This is an optimization exercise on Yosys and OpenROAD, whose aim is small area and a short achievable clock period, not a production implementation.
At most, simulation tests tie the RTL to the original design; equivalence was not proved.
Function not checked in runs 2 and 3: the RTL went through the layout flow alone.

[run.sh]
#!/bin/bash
# synth_recipe.tcl (not shown) runs the flow's synth.tcl, then flattens the netlist and writes it again
# the make line also repeats each setting of config.mk as NAME=value (left out here)
make -C /OpenROAD-flow-scripts/flow DESIGN_CONFIG=/design/flow/config.mk WORK_HOME=/design/flow/orfs CLKGATE_MAP_FILE= SYNTH_SCRIPT=/design/flow/synth_recipe.tcl finish
[config.mk]
export PLATFORM = sky130hd
export DESIGN_NAME = mult_div_ctrl
export DESIGN_NICKNAME = mult_div_ctrl
export VERILOG_FILES = /design/flow/design.v
export SDC_FILE = /design/flow/constraint.sdc
export NUM_CORES = 4
export LEC_CHECK = 0
export CAP_MARGIN = 20
export CORE_MARGIN = 2
export CORE_UTILIZATION = 40
export SLEW_MARGIN = 20
[constraint.sdc]
create_clock -name core_clock -period 130.0 [get_ports {clk}]
set_input_delay 26.0000 -clock core_clock [delete_from_list [all_inputs] [get_ports {clk}]]
set_output_delay 26.0000 -clock core_clock [all_outputs]
set_load 0.01 [all_outputs]
[design.v]
module mult_div_ctrl #(
  parameter int MULT_CYCLES = 5,
  parameter int DIV_CYCLES  = 10
) (
  input  logic        clk,
  input  logic        reset,
  input  logic        start,
  input  logic [2:0]  md_op,
  input  logic [31:0] rs_val,
  input  logic [31:0] rt_val,
  input  logic        md_use_D,
  output logic        busy,
  output logic        stall,
  output logic [31:0] HI,
  output logic [31:0] LO
);
  localparam int MAX_CYCLES = (MULT_CYCLES > DIV_CYCLES) ? MULT_CYCLES : DIV_CYCLES;
  localparam int CNT_W      = $clog2(MAX_CYCLES + 1);
  typedef enum logic {
    IDLE = 1'b0,
    RUN  = 1'b1
  } state_e;
  state_e           state_q, state_d;
  logic [CNT_W-1:0] cnt_q, cnt_d;
  logic [31:0]      hi_q, hi_d;
  logic [31:0]      lo_q, lo_d;
  logic [31:0]      shadow_hi_q, shadow_hi_d;
  logic [31:0]      shadow_lo_q, shadow_lo_d;
  logic        accept;
  logic [63:0] mul_a, mul_b, mul_p;
  logic        div_signed, neg_a, neg_b, div_by_zero;
  logic [31:0] mag_a, mag_b, div_b, q_mag, r_mag;
  logic [31:0] div_q, div_r;
  always_comb begin : mul_path
    mul_a = md_op[0] ? {32'd0, rs_val} : {{32{rs_val[31]}}, rs_val};
    mul_b = md_op[0] ? {32'd0, rt_val} : {{32{rt_val[31]}}, rt_val};
    mul_p = mul_a * mul_b;
  end
  always_comb begin : div_path
    div_signed  = ~md_op[0];
    div_by_zero = (rt_val == 32'd0);
    neg_a       = div_signed & rs_val[31];
    neg_b       = div_signed & rt_val[31];
    mag_a       = neg_a ? (~rs_val + 32'd1) : rs_val;
    mag_b       = neg_b ? (~rt_val + 32'd1) : rt_val;
    div_b       = div_by_zero ? 32'd1 : mag_b;
    q_mag       = mag_a / div_b;
    r_mag       = mag_a % div_b;
    if (div_by_zero) begin
      div_q = 32'hFFFF_FFFF;
      div_r = rs_val;
    end else begin
      div_q = (neg_a ^ neg_b) ? (~q_mag + 32'd1) : q_mag;
      div_r = neg_a ? (~r_mag + 32'd1) : r_mag;
    end
  end
  assign busy   = (state_q == RUN);
  assign accept = start && (state_q == IDLE) && (md_op <= 3'd5);
  always_comb begin : next_state
    state_d     = state_q;
    cnt_d       = cnt_q;
    hi_d        = hi_q;
    lo_d        = lo_q;
    shadow_hi_d = shadow_hi_q;
    shadow_lo_d = shadow_lo_q;
    case (state_q)
      IDLE: begin
        if (accept) begin
          case (md_op)
            3'd0, 3'd1: begin
              shadow_hi_d = mul_p[63:32];
              shadow_lo_d = mul_p[31:0];
              cnt_d       = CNT_W'(MULT_CYCLES);
              state_d     = RUN;
            end
            3'd2, 3'd3: begin
              shadow_hi_d = div_r;
              shadow_lo_d = div_q;
              cnt_d       = CNT_W'(DIV_CYCLES);
              state_d     = RUN;
            end
            3'd4:    hi_d = rs_val;
            3'd5:    lo_d = rs_val;
            default: ;
          endcase
        end
      end
      RUN: begin
        if (cnt_q == CNT_W'(1)) begin
          hi_d    = shadow_hi_q;
          lo_d    = shadow_lo_q;
          cnt_d   = '0;
          state_d = IDLE;
        end else begin
          cnt_d = cnt_q - CNT_W'(1);
        end
      end
      default: begin
        cnt_d   = '0;
        state_d = IDLE;
      end
    endcase
  end
  always_ff @(posedge clk or posedge reset) begin
    if (reset) begin
      state_q     <= IDLE;
      cnt_q       <= '0;
      hi_q        <= '0;
      lo_q        <= '0;
      shadow_hi_q <= '0;
      shadow_lo_q <= '0;
    end else begin
      state_q     <= state_d;
      cnt_q       <= cnt_d;
      hi_q        <= hi_d;
      lo_q        <= lo_d;
      shadow_hi_q <= shadow_hi_d;
      shadow_lo_q <= shadow_lo_d;
    end
  end
  assign stall = md_use_D & (busy | (start & (md_op <= 3'd3)));
  assign HI    = hi_q;
  assign LO    = lo_q;
endmodule
==> summary.md, run 1 <==
| Metric | Value |
|---|---|
| TritonCTS Buffers | `17` |
| Max_cap viols | `0` |
| Vias post-DR | `82483` |
| Routed WL | `421900 um` |
| Crit-path max FO | `49` |
| DR WL/cell | `31.28 um` |
| Final setup fails | `0` |
| Vias in the first global route | `83869` |
| Most common cell on crit path | `ha_1` |
| CTS clk-pin slew, worst paths | `80 ps` |
| Tmin final | `125130 ps` |
| Worst Max-Slew Pin Slew | `1249 ps` |
| First-pass GRT wire length | `602700 um` |
| Max-slew headroom | `0.1670` |
| Fin util | `0.4284` |
| Largest family of logic cells by synthesized area | `adder cells` |
| Synth Instances | `10725` |
| Asr flop ratio synth | `1.000` |
| H-tree levels | `4` |
| CP peak stage delay | `810 ps` |
| Synth Flop Type | `dfrtp_1` |
| Top cells by count, synth | `inv_1, nand2_1, fa_1, ha_1, nor2_1` |
| Layout fillers | `21679` |
| Vias per inst | `6.115` |
| Multiplexer area fraction after synthesis | `0.008177` |
| Startpoint types | `primary input` |
| Synth area leader | `fa_1` |
| Core Area | `214600 um2` |
| WHS Path Cells | `2` |
| # DRC | `0` |
| Clock skew | `26.12 ps` |
| Largest net degree at the start of global routing | `93` |
| TritonCTS clock tree | `built` |
| Final TNS setup | `0 ps` |
| Post-synth EDFFs | `0` |
| Bufs on Longest Clock Path | `2` |
| Post-Synth XOR/XNOR Area | `0.06221` |
| DP HPWL | `338100 um` |
| Gpl congestion | `1.088` |
| Mean Syn Cell Area | `8.061 um2` |
| Die Ht | `468.9 um` |
| Multi-input gate area | `75910 um2` |
| Starting Density | `0.4028` |
| Final hold vios | `0` |
| Largest cells by area after synthesis | `fa_1, ha_1, inv_1` |
| Type of the most critical hold path | `reg2reg` |
| Synth Register Bits | `133` |
| Slowest-stage cell, CP | `nor2_1` |
| WP data required | `130360 ps` |
| Initial antenna violation count | `29` |
| Die area | `219900 um2` |
| Die span in x | `468.9 um` |
| Fraction of layout instances using a drive strength above 1 | `0.05395` |
| Total number of yosys warnings | `1` |
| Post-Syn Nets | `13068` |
| Peak Freq | `0.007991 GHz` |
| Post-synthesis sequential area ratio | `0.03850` |
| Fin area | `91950 um2` |
| Fin. max-slew vios | `0` |
| Gr usage total | `0.3818` |
| Cell Area, Placed | `91260 um2` |
| Synth top area share | `0.3339` |
| Outcome | `complete, no violations` |
| Worst Setup Path Type | `in2reg` |
| Mapped Area | `86450 um2` |
| Initial DRC Count | `8653` |
| Synth Area in Compound Gates | `0.1631` |
| Root buffer cell | `clkbuf_16` |
| Adder-cell area share of the yosys netlist | `0.4541` |
| Post-CTS setup buffers | `0` |
| Crit path arrival time | `125500 ps` |
| Final nets | `12969` |
| Port Buffers | `136` |
| Sink Count | `133` |
| Worst setup EP type | `flip-flop` |
| Reg2Reg Depth | `4` |
| IO Count | `137` |
| PnR worst setup slack | `4867 ps` |
| Synth unique cells | `112` |
| Top-count cell post-synth | `inv_1` |
| Period utilization | `0.9626` |
| Antenna Nets Post-Route | `0` |
| Latest clock arrival within the worst-skew pair | `540 ps` |
| Storage cell area | `3332 um2` |
| Place WS | `4719 ps` |
| Global route total overflow | `0` |
| Post-synthesis simple-gate area fraction | `0.1858` |
| Row count | `170` |
| Area delta synth->final | `6.362%` |
| Detailed Routing Iterations Pass 1 | `6` |
## what timing repair did
action	4_1_cts	5_1_grt
hold buffers	0	0
resized for setup	0	19
setup endpoints to repair	0	64
## critical path, delay by kind of cell
family	cells	cell delay (ps)
AOI/OAI and AO/OA	150	46430
xor gates and xnor gates	2	330
adders and majority gates	32	10460
buffers and inverters	34	7780
muxes	4	1300
and+or+nand+nor	115	32760
## path summary, 6_finish.rpt
check	startpoint	end	slack (ps)
max in group asynchronous	reset	state_q	102350
setup / recovery	rt_val[0]	shadow_lo_q[25]	4870
hold reg to reg	lo_q[6]	lo_q[6]	480
min in group asynchronous	reset	hi_q[2]	25980
hold / removal	lo_q[6]	lo_q[6]	480
setup reg to reg	state_q	hi_q[2]	127440
## stage by stage
step           hold WS, ps  cells
2_1_floorplan        446.0  10725
3_3_place_gp         459.9  13444
3_5_place_dp         469.6  13445
4_1_cts              487.6  13477
5_1_grt              501.0  13479
6_report             482.9  13488
## logic make-up (layout without fill, tap and decap cells)
logic type,Yosys count,after routing
AND/OR/NAND/NOR,3444,3444
adder cells (fa/ha/maj),2272,2272
AO/OA/AOI/OAI,2183,2183
buffers and inverters,2013,1927
XOR/XNOR,614,614
flip-flops,133,133
multiplexers,66,66
other,0,11
## placed cells by master (no fill, tap or decap), types with 26 or more instances in the layout
cell                n
or2_2              45
nand3_1           202
o21a_1            116
o21ai_0           424
mux2_2             37
a31oi_1           111
ha_1              830
nand2b_1           80
o31ai_1            64
a21oi_1           634
xnor2_1           379
nand2_1          1493
a221oi_1           26
nor2b_1            78
o21ai_1            28
dfrtp_1           132
mux2i_1            29
nand4_1            67
or4_1              34
nor4_1             41
a21o_1            173
o21bai_1           47
inv_1            1514
xor2_1            218
o211ai_1           66
buf_2              63
nor3_1            163
o22ai_1            49
and3_1             53
clkdlybuf4s50_1    73
and2_1            374
or3_1              61
fa_1             1441
nor2_1            641
buf_4             237
a211oi_1           70
## sequential cells by signal, summed over array words and instances, names as in the netlist
name / flops
shadow_lo_q: 32
cnt_q: 4
hi_q: 32
state_q: 1
shadow_hi_q: 32
lo_q: 32
## metal layers
| layer | vias to the layer above | part of all wire | track usage |
|---|---|---|---|
| met5 | - | 0.00029 | 0 |
| met2 | 4661 | 0.44 | 0.5899 |
| li1 | 35218 | - | - |
| met4 | 18 | 0.080 | 0.2472 |
| met1 | 41420 | 0.39 | 0.4811 |
| met3 | 1166 | 0.097 | 0.08467 |
## cell type report
| cell class | instances | share of cell area |
|---|---|---|
| multi-input cells | 8579 | 0.8255 |
| inverters | 1521 | 0.06215 |
| well taps | 2838 | 0.03862 |
| flip-flops and latches | 133 | 0.03624 |
| repair buffers | 374 | 0.03094 |
| clock buffers | 18 | 0.004776 |
| clock inverters | 14 | 0.001470 |
| diodes | 11 | 0.0002994 |
==> inputs of run 2 (changes only) <==
==> design.v (replaced) <==
module mult_div_ctrl #(
  parameter int MULT_CYCLES = 5,
  parameter int DIV_CYCLES  = 10
) (
  input  logic        clk,
  input  logic        reset,
  input  logic        start,
  input  logic [2:0]  md_op,
  input  logic [31:0] rs_val,
  input  logic [31:0] rt_val,
  input  logic        md_use_D,
  output logic        busy,
  output logic        stall,
  output logic [31:0] HI,
  output logic [31:0] LO
);
  localparam int W = 35;
  logic        busy_q;
  logic [3:0]  cnt_q;
  logic        div_q;       
  logic        sg_q;        
  logic        sa_q;        
  logic        sd_q;        
  logic        pb_q;        
  logic [32:0] a_q;         
  logic [31:0] b_q;         
  logic [31:0] m_q;         
  logic [32:0] m_ext;
  logic [31:0] hi_q, lo_q;
  logic accept;
  assign busy   = busy_q;
  assign accept = start & ~busy_q & (md_op <= 3'd5);
  assign m_ext = {sg_q & m_q[31], m_q};
  logic mul_run, div_run, div_fix1, fin;
  assign mul_run  = ~div_q & (cnt_q < 4'd4);
  assign div_run  =  div_q & (cnt_q < 4'd8);
  assign div_fix1 =  div_q & (cnt_q == 4'd8);
  assign fin      = busy_q & (div_q ? (cnt_q == 4'd9) : (cnt_q == 4'd4));
  logic [W-1:0] x [4];
  logic [W-1:0] s [4];
  logic [3:0]   neg, one, two;
  logic [3:0]   t;           
  logic         a_zero;
  assign a_zero = (a_q == 33'd0);
  always_comb begin
    for (int j = 0; j < 4; j++) begin
      logic [2:0]   bb;
      logic [W-1:0] y;
      bb = 3'b000;
      if (j == 0) begin
        if (div_run) x[j] = {a_q[32], a_q, b_q[31]};
        else         x[j] = {{2{a_q[32]}}, a_q};
      end else begin
        if (div_q)   x[j] = {s[j-1][32], s[j-1][32:0], b_q[31-j]};
        else         x[j] = {{2{s[j-1][W-1]}}, s[j-1][W-1:2]};
      end
      if (div_q) begin
        two[j] = 1'b0;
        if (div_run) begin
          neg[j] = ~(x[j][W-1] ^ sd_q);
          one[j] = 1'b1;
        end else if (div_fix1) begin
          neg[j] = sd_q;
          one[j] = a_q[32];
        end else begin
          neg[j] = ~sd_q;
          one[j] = sa_q & ~a_zero;
        end
      end else begin
        if (mul_run) bb = {b_q[2*j+1], b_q[2*j], (j == 0) ? pb_q : b_q[2*j-1]};
        else         bb = {1'b0, 1'b0, ~sg_q & pb_q};
        neg[j] = bb[2] & ~(bb[1] & bb[0]);
        one[j] = bb[1] ^ bb[0];
        two[j] = (bb[2] & ~bb[1] & ~bb[0]) | (~bb[2] & bb[1] & bb[0]);
      end
      y = one[j] ? {{2{m_ext[32]}}, m_ext} :
          two[j] ? {m_ext[32], m_ext, 1'b0} : {W{1'b0}};
      y = y ^ {W{neg[j]}};
      s[j] = x[j] + y + {{(W-1){1'b0}}, neg[j]};
      t[j] = ~(s[j][W-1] ^ sd_q);
    end
  end
  logic [31:0] lo_res;
  logic        lo_inc;
  assign lo_inc = div_q & (sd_q ^ (sa_q & ~a_zero));
  assign lo_res = b_q + {31'd0, lo_inc};
  logic d_zero;
  assign d_zero = (rt_val == 32'd0);
  always_ff @(posedge clk or posedge reset) begin
    if (reset) begin
      busy_q <= 1'b0;
      hi_q   <= '0;
      lo_q   <= '0;
    end else begin
      if (accept & (md_op <= 3'd3)) busy_q <= 1'b1;
      else if (fin)                 busy_q <= 1'b0;
      if (accept & (md_op == 3'd4)) hi_q <= rs_val;
      else if (fin)                 hi_q <= s[0][31:0];
      if (accept & (md_op == 3'd5)) lo_q <= rs_val;
      else if (fin)                 lo_q <= lo_res;
    end
  end
  always_ff @(posedge clk) begin
    if (!busy_q) begin
      cnt_q <= 4'd0;
      div_q <= md_op[1];
      sg_q  <= ~md_op[0];
      sa_q  <= md_op[1] & ~md_op[0] & rs_val[31];
      sd_q  <= ~md_op[0] & (rt_val[31] | (d_zero & rs_val[31]));
      pb_q  <= 1'b0;
      a_q   <= {33{md_op[1] & ~md_op[0] & rs_val[31]}};
      b_q   <= rs_val;
      m_q   <= rt_val;
    end else begin
      cnt_q <= cnt_q + 4'd1;
      if (div_q) begin
        if (div_run) begin
          a_q <= s[3][32:0];
          b_q <= {b_q[27:0], t[0], t[1], t[2], t[3]};
        end else if (div_fix1) begin
          a_q <= s[0][32:0];
        end
      end else begin
        pb_q <= b_q[7];
        a_q  <= s[3][W-1:2];
        b_q  <= {s[3][1:0], s[2][1:0], s[1][1:0], s[0][1:0], b_q[31:8]};
      end
    end
  end
  assign stall = md_use_D & (busy_q | (start & (md_op <= 3'd3)));
  assign HI    = hi_q;
  assign LO    = lo_q;
endmodule
==> summary.md, run 2 <==
| Metric | Value |
|---|---|
| Outcome | `complete, no violations` |
| Initial antenna violation count | `1 (-97%)` |
| Fin. max-slew vios | `0 (unchanged)` |
| Die Ht | `226.4 um (-52%)` |
| Number of flip-flops under the largest register name | `33` |
| Post-CTS Resized | `0 (unchanged)` |
| Post-Syn Nets | `2794 (-79%)` |
| Core Area | `48850 um2 (-77%)` |
| Synth top area share | `0.1532 (-0.1807)` |
| Most common cell after layout, fill and taps aside | `nand2_1` |
| Hold Buf Count CTS | `0 (unchanged)` |
| Tmin final | `53300 ps (-71840 ps)` |
| Row count | `81 (-52%)` |
| Synth Flop Type | `edfxtp_1` |
| Reg2Reg Depth | `59 (+55)` |
| Global route total overflow | `0 (unchanged)` |
| Fraction of layout instances using a drive strength above 1 | `0.04575 (-0.008203)` |
| Detailed Routing Iterations Pass 1 | `8 (+2)` |
| Gr usage total | `0.2887 (-0.09306)` |
| Worst Max-Slew Pin Slew | `1139 ps (-110.2 ps)` |
| Port Buffers | `136 (unchanged)` |
| CTS clk-pin slew, worst paths | `70 ps (about the same)` |
| Mapped Area | `19790 um2 (-77%)` |
| Gpl congestion | `1.006 (-7.5%)` |
| WP data required | `104000 ps (-26360 ps)` |
| Post-CTS setup buffers | `0 (unchanged)` |
| Die span in x | `226.4 um (-52%)` |
| Max_cap viols | `0 (unchanged)` |
| DR WL/cell | `22.57 um (-28%)` |
| Total number of yosys warnings | `3 (+2)` |
| Largest net degree at the start of global routing | `77 (-17%)` |
| # DRC | `0 (unchanged)` |
| Synth Register Bits | `171 (+29%)` |
| Post-synth EDFFs | `101 (+101)` |
| Max-slew headroom | `0.2377 (+0.07067)` |
| Layout fillers | `5076 (-77%)` |
| Fin area | `22330 um2 (-76%)` |
| Cell Area, Placed | `21710 um2 (-76%)` |
| Most flop-heavy register | `a_q` |
| Mean Syn Cell Area | `7.677 um2 (-4.8%)` |
| Largest cells by area after synthesis | `edfxtp_1, ha_1, dfrtp_1` |
| Die area | `51280 um2 (-77%)` |
| Vias per inst | `5.977 (-2.3%)` |
| Most frequent cells in the layout | `nand2_1, a21oi_1, o21ai_0, xnor2_1, nor2_1` |
| Routed WL | `74200 um (-82%)` |
| Top cells by count, synth | `nand2_1, a21oi_1, o21ai_0, xnor2_1, nor2_1` |
| TritonCTS clock tree | `built` |
| Sink Count | `171 (+29%)` |
| Vias post-DR | `19646 (-76%)` |
| RSZ-0062 raised after global routing | `false` |
| Worst setup EP type | `output pin` |
| Latest clock arrival within the worst-skew pair | `500 ps (-40 ps)` |
| IO Count | `137 (unchanged)` |
| Period utilization | `0.4100 (-0.5526)` |
| Clock skew | `16.42 ps (-9.705 ps)` |
| Setup slack, reg-to-reg | `111530 ps (-15910 ps)` |
| Final nets | `2826 (-78%)` |
| Initial DRC Count | `1818 (-79%)` |
| Starting Density | `0.4052 (+0.002349)` |
| Peak Freq | `0.01876 GHz (+130%)` |
| Startpoint types | `primary input` |
| Final hold vios | `0 (unchanged)` |
| Worst Setup Path Type | `in2out` |
| WHS Path Cells | `2 (unchanged)` |
| Asr flop ratio synth | `0.3801 (-0.6199)` |
| Vias in the first global route | `19077 (-77%)` |
| Synth area leader | `edfxtp_1` |
| Type of the most critical hold path | `reg2reg` |
| Multi-input gate area | `14280 um2 (-81%)` |
| Storage cell area | `4761 um2 (+43%)` |
| Synth unique cells | `77 (-31%)` |
| Fin util | `0.4572 (+0.02874)` |
| Final setup fails | `0 (unchanged)` |
| Antenna Nets Post-Route | `0 (unchanged)` |
| Top-count cell post-synth | `nand2_1` |
| H-tree levels | `4 (unchanged)` |
| Crit-path max FO | `2 (-96%)` |
| DP HPWL | `57580 um (-83%)` |
| Synth Instances | `2578 (-76%)` |
| WHS | `493.3 ps (+10.42 ps)` |
| Crit path arrival time | `27300 ps (-98200 ps)` |
| Bufs on Longest Clock Path | `2 (unchanged)` |
| First-pass GRT wire length | `112600 um (-81%)` |
| Area delta synth->final | `12.84%` |
| Post-synthesis sequential area ratio | `0.2405 (+0.2020)` |
| ANT cells | `0 (-11)` |
| Final TNS setup | `0 ps (unchanged)` |
| TritonCTS Buffers | `17 (unchanged)` |
| Root buffer cell | `clkbuf_16` |
## run 2: critical path, stage by stage
cell,delay [ps]
clkdlybuf4s50_1,510
inv_1,50
a21oi_1,180
nor2b_1,70
clkdlybuf4s50_1,480
## run 2: cells by family (layout without fill, tap and decap cells)
logic type / Yosys count / count (layout) / synth area share
buffers and inverters: 213 / 258 / 0.04122
flip-flops: 171 / 171 / 0.2405
AND/OR/NAND/NOR: 881 / 881 / 0.2133
AO/OA/AOI/OAI: 811 / 811 / 0.2488
XOR/XNOR: 302 / 302 / 0.1343
multiplexers: 55 / 55 / 0.02864
adder cells (fa/ha/maj): 145 / 145 / 0.09319
## run 2: final cells by class
class	instances	area share
sequential	171	0.2132
tap	664	0.03720
clock inverter	14	0.007507
multi-input combinational	2194	0.6393
clock buffer	18	0.02017
timing repair buffer	175	0.07407
inverter	51	0.008628
## run 2: per-stage QoR
| step | std cells | worst slack, ps |
|---|---|---|
| after floorplan | 2578 | 77700 |
| after global placement | 3255 | 76710 |
| after detailed placement | 3255 | 76720 |
| after CTS | 3287 | 76710 |
| after global routing | 3287 | 76660 |
| final | 3287 | 76700 |
## run 2: path summary, 6_finish.rpt
check,start,endpoint
setup reg to reg,a_q[25],b_q[0]
min in group asynchronous,reset,hi_q[22]
hold reg to reg,hi_q[2],hi_q[2]
setup / recovery,md_op[2],stall
max in group asynchronous,reset,busy_q
hold / removal,hi_q[2],hi_q[2]
## run 2: metal layers
metal  share of wire  up-vias  wire (um)  global-route usage
met5               0        -          0                   0
met4           0.029        0       2171              0.1023
met3           0.065      116       4808             0.04030
li1                -     9399          -                   -
met2            0.46      753      33860              0.4776
met1            0.45     9378      33360              0.3840
==> inputs of run 3 (changes only) <==
--- a/design.v
+++ b/design.v
@@ -41,4 +41,5 @@
   logic [3:0]   neg, one, two;
   logic [3:0]   t;           
+  logic [W-1:0] yv [4];
   logic         a_zero;
   assign a_zero = (a_q == 33'd0);
@@ -77,12 +78,25 @@
           two[j] ? {m_ext[32], m_ext, 1'b0} : {W{1'b0}};
       y = y ^ {W{neg[j]}};
-      s[j] = x[j] + y + {{(W-1){1'b0}}, neg[j]};
-      t[j] = ~(s[j][W-1] ^ sd_q);
+      yv[j] = y;
     end
+  end
+  for (genvar j = 0; j < 4; j++) begin : g_add
+    logic [W:0] c;
+    assign c[0] = neg[j];
+    for (genvar k = 0; k < W; k++) begin : g_bit
+      assign s[j][k]   = x[j][k] ^ yv[j][k] ^ c[k];
+      assign c[k+1]    = (x[j][k] & yv[j][k]) | (c[k] & (x[j][k] ^ yv[j][k]));
+    end
+    assign t[j] = ~(s[j][W-1] ^ sd_q);
   end
   logic [31:0] lo_res;
   logic        lo_inc;
   assign lo_inc = div_q & (sd_q ^ (sa_q & ~a_zero));
-  assign lo_res = b_q + {31'd0, lo_inc};
+  logic [32:0] lc;
+  assign lc[0] = lo_inc;
+  for (genvar k = 0; k < 32; k++) begin : g_inc
+    assign lo_res[k] = b_q[k] ^ lc[k];
+    assign lc[k+1]   = b_q[k] & lc[k];
+  end
   logic d_zero;
   assign d_zero = (rt_val == 32'd0);
==> summary.md, run 3 <==
| Metric | Value |
|---|---|
| Outcome | `complete, no violations` |
| Synth Instances | `1654 (-36%)` |
| Most common cell on crit path | `fa_1` |
| Number of flip-flops under the largest register name | `33 (unchanged)` |
| Post-Synth XOR/XNOR Area | `0.07781 (-0.05653)` |
| Core Area | `41020 um2 (-16%)` |
| R2R Path Start | `div_q` |
| Worst Setup Path Type | `reg2reg` |
| Peak Freq | `0.01501 GHz (-20%)` |
| Multiplexer area fraction after synthesis | `0.1907 (+0.1620)` |
| Period utilization | `0.5124 (+0.1025)` |
| Initial antenna violation count | `0 (-1)` |
| Vias in the first global route | `12872 (-33%)` |
| Synth unique cells | `54 (-30%)` |
| Slowest-stage cell, CP | `or3_1` |
| Routed WL | `50440 um (-32%)` |
| DR WL/cell | `22.26 um (-1.4%)` |
| Mapped Area | `16660 um2 (-16%)` |
| Post-synthesis sequential area ratio | `0.2857 (+0.04521)` |
| TritonCTS Buffers | `17 (unchanged)` |
| CTS clk-pin slew, worst paths | `80 ps (about the same)` |
| CP endpoint | `b_q[0]` |
| Starting Density | `0.4062 (+0.001015)` |
| Die area | `43300 um2 (-16%)` |
| Gpl congestion | `0.9144 (-9.1%)` |
| Post-Syn Nets | `1895 (-32%)` |
| Die Ht | `208.1 um (-8.1%)` |
| Fraction of layout instances using a drive strength above 1 | `0.06805 (+0.02230)` |
| Top cells by count, synth | `mux2i_1, fa_1, and2_1, nand2_1, o21ai_0` |
| Die span in x | `208.1 um (-8.1%)` |
| Final hold vios | `0 (unchanged)` |
| Total number of yosys warnings | `4 (+1)` |
| First-pass GRT wire length | `78320 um (-30%)` |
| Reg2Reg Depth | `171 (+190%)` |
| Max_cap viols | `0 (unchanged)` |
| Place WS | `63100 ps (-13620 ps)` |
| DP HPWL | `38090 um (-34%)` |
| Finished Layout Cells | `2266 (-31%)` |
| CP peak stage delay | `610 ps (+100 ps)` |
| Setup slack, reg-to-reg | `63380 ps (-48150 ps)` |
| IO Count | `137 (unchanged)` |
| Post-placement cell count | `2234 (-31%)` |
| Worst setup EP type | `flip-flop` |
| Most flop-heavy register | `a_q` |
| Synth top area share | `0.1821 (+0.02881)` |
| Final nets | `1962 (-31%)` |
| Initial DRC Count | `933 (-49%)` |
| Max-slew headroom | `0.2985 (+0.06085)` |
| Tmin final | `66620 ps (+13320 ps)` |
| Synth Flop Type | `edfxtp_1` |
| Top-count cell post-synth | `mux2i_1` |
| Vias post-DR | `12553 (-36%)` |
| Asr flop ratio synth | `0.3801 (unchanged)` |
| Adder-cell area share of the yosys netlist | `0.1872 (+0.09397)` |
| Row count | `74 (-8.6%)` |
| Mean Syn Cell Area | `10.07 um2 (+31%)` |
| Sink Count | `171 (unchanged)` |
| WP data required | `130180 ps (+26180 ps)` |
| Most frequent cells in the layout | `mux2i_1, clkdlybuf4s50_1, fa_1, and2_1` |
| Synth area leader | `edfxtp_1` |
| Crit path arrival time | `66800 ps (+39500 ps)` |
| PnR worst setup slack | `63380 ps (-13320 ps)` |
| RSZ-0062 raised after global routing | `false` |
| H-tree levels | `4 (unchanged)` |
| Crit-path max FO | `62 (+60)` |
| Bufs on Longest Clock Path | `2 (unchanged)` |
| Antenna Nets Post-Route | `0 (unchanged)` |
| Post-CTS setup buffers | `0 (unchanged)` |
| Post-CTS Resized | `0 (unchanged)` |
| Largest cells by area after synthesis | `edfxtp_1, mux2i_1, fa_1` |
| Port Buffers | `136 (unchanged)` |
| Largest family of logic cells by synthesized area | `multiplexers` |
| Clock skew | `17.60 ps (+1.182 ps)` |
| Vias per inst | `5.540 (-7.3%)` |
| Final TNS setup | `0 ps (unchanged)` |
| Fin. max-slew vios | `0 (unchanged)` |
| ANT cells | `0 (unchanged)` |
| Root buffer cell | `clkbuf_16` |
| Worst Max-Slew Pin Slew | `1052 ps (-87.07 ps)` |
| # DRC | `0 (unchanged)` |
| Startpoint types | `flip-flop` |
| Post-synth EDFFs | `101 (unchanged)` |
| Type of the most critical hold path | `reg2reg` |
| Latest clock arrival within the worst-skew pair | `460 ps (-40 ps)` |
| Area delta synth->final | `14.37%` |
| TritonCTS clock tree | `built` |
| Final setup fails | `0 (unchanged)` |
| Critical path startpoint | `div_q` |
| Global route total overflow | `0 (unchanged)` |
| Post-synthesis simple-gate area fraction | `0.1281 (-0.08518)` |
| RR Endpoint | `b_q[0]` |
| Most common cell after layout, fill and taps aside | `mux2i_1` |
| Hold Buf Count CTS | `0 (unchanged)` |
| Detailed Routing Iterations Pass 1 | `5 (-3)` |
| Largest net degree at the start of global routing | `83 (+7.8%)` |
| Gr usage total | `0.2360 (-0.05278)` |
| Synth Area in Compound Gates | `0.08367 (-0.1652)` |
| Synth Register Bits | `171 (unchanged)` |
-- run 3: cell types whose count changed in the layout (fill, tap and decap cells not counted), moves of 58 or more --
cell	previous run	this run
a21o_1	80	5
a21oi_1	313	43
a22oi_1	59	1
and2_1	21	130
and3_1	144	4
fa_1	4	132
ha_1	141	38
mux2i_1	42	278
nand2_1	357	129
xnor2_1	157	73
xor2_1	144	75
-- run 3: layer usage --
layer  GRT usage  wire [um]
met1      0.3318      22900
met2      0.3867      23810
met3     0.02566       2706
met4     0.06574       1032
met5           0          0
-- run 3: stage by stage --
| stage | cell area, um2 | hold slack, ps | util |
|---|---|---|---|
| 4_1_cts | 19050 | 479.1 | 0.4645 |
| 2_1_floorplan | 16660 | 429.9 | - |
| 3_3_place_gp | 18460 | 447.1 | 0.4502 |
| 5_1_grt | 19050 | 523.5 | 0.4645 |
| 3_5_place_dp | 18460 | 460.9 | 0.4502 |
| 6_report | 19050 | 472.7 | 0.4645 |
-- run 3: worst min path at each step --
stage,cells after the start,end,start
after CTS,1,cnt_q[0],cnt_q[0]
after detailed placement,1,cnt_q[0],cnt_q[0]
after floorplan,1,cnt_q[0],cnt_q[0]
final,1,cnt_q[0],cnt_q[0]
after global routing,1,cnt_q[0],cnt_q[0]
after global placement,1,cnt_q[0],cnt_q[0]
-- run 3: cell families (layout without fill, tap and decap cells) --
group | count (synthesis) | count (layout)
fa+ha+maj | 170 | 170
buf+inv | 171 | 251
mux | 313 | 313
simple gates | 438 | 438
flops | 171 | 171
compound gates | 243 | 243
xor+xnor | 148 | 148
-- run 3: critical path: cells and delay by family (launching register included) --
family / cells / cell delay (ps)
AO/OA/AOI/OAI: 12 / 2090
XOR/XNOR: 5 / 1190
adder cells (fa/ha/maj): 133 / 58890
buffers and inverters: 13 / 1400
flip-flops: 1 / 450
multiplexers: 3 / 850
AND/OR/NAND/NOR: 5 / 1440
-- run 3: cell type report --
| cell class | instances | area, um2 |
|---|---|---|
| fillers | 3872 | 21960 |
| multi-input cells | 1312 | 11250 |
| flip-flops and latches | 171 | 4762 |
| repair buffers | 165 | 1579 |
| well taps | 532 | 665.6 |
| clock buffers | 19 | 442.9 |
| inverters | 54 | 202.7 |
| clock inverters | 13 | 146.4 |

-- afterwards: timing with drivers on the ports --
No port has a modelled driver above. Below, the same layouts with a new extraction and two added sets of constraints. Step 1: set_driving_cell puts a clkbuf_16 on clk and a buf_2 on each other input, an assumption about the parent block. Step 2, shift: input delay + t, output delay - t, t = (earliest + latest rising clock arrival at the registers) / 2. This alone moves slack from input paths to output paths. a / b / c = ideal ports / drivers / drivers and shift; a / b = the first two.
run	t (ns)	slack for setup (ns)	hold slack, ns	worst data-port slew with drivers (ns)
run 1	0.596	4.867 / 4.913 / 4.317	0.483 / 0.483 / 0.483	0.23
run 2	0.555	76.703 / 76.680 / 76.680	0.493 / 0.493 / 0.493	0.04
run 3	0.504	63.382 / 63.382 / 63.382	0.473 / 0.473 / 0.473	0.04
After both steps setup and hold are still met in every run listed. The setup slack of run 1, which loses most, moves by +0.046 ns with the drivers and by -0.550 ns with both steps.
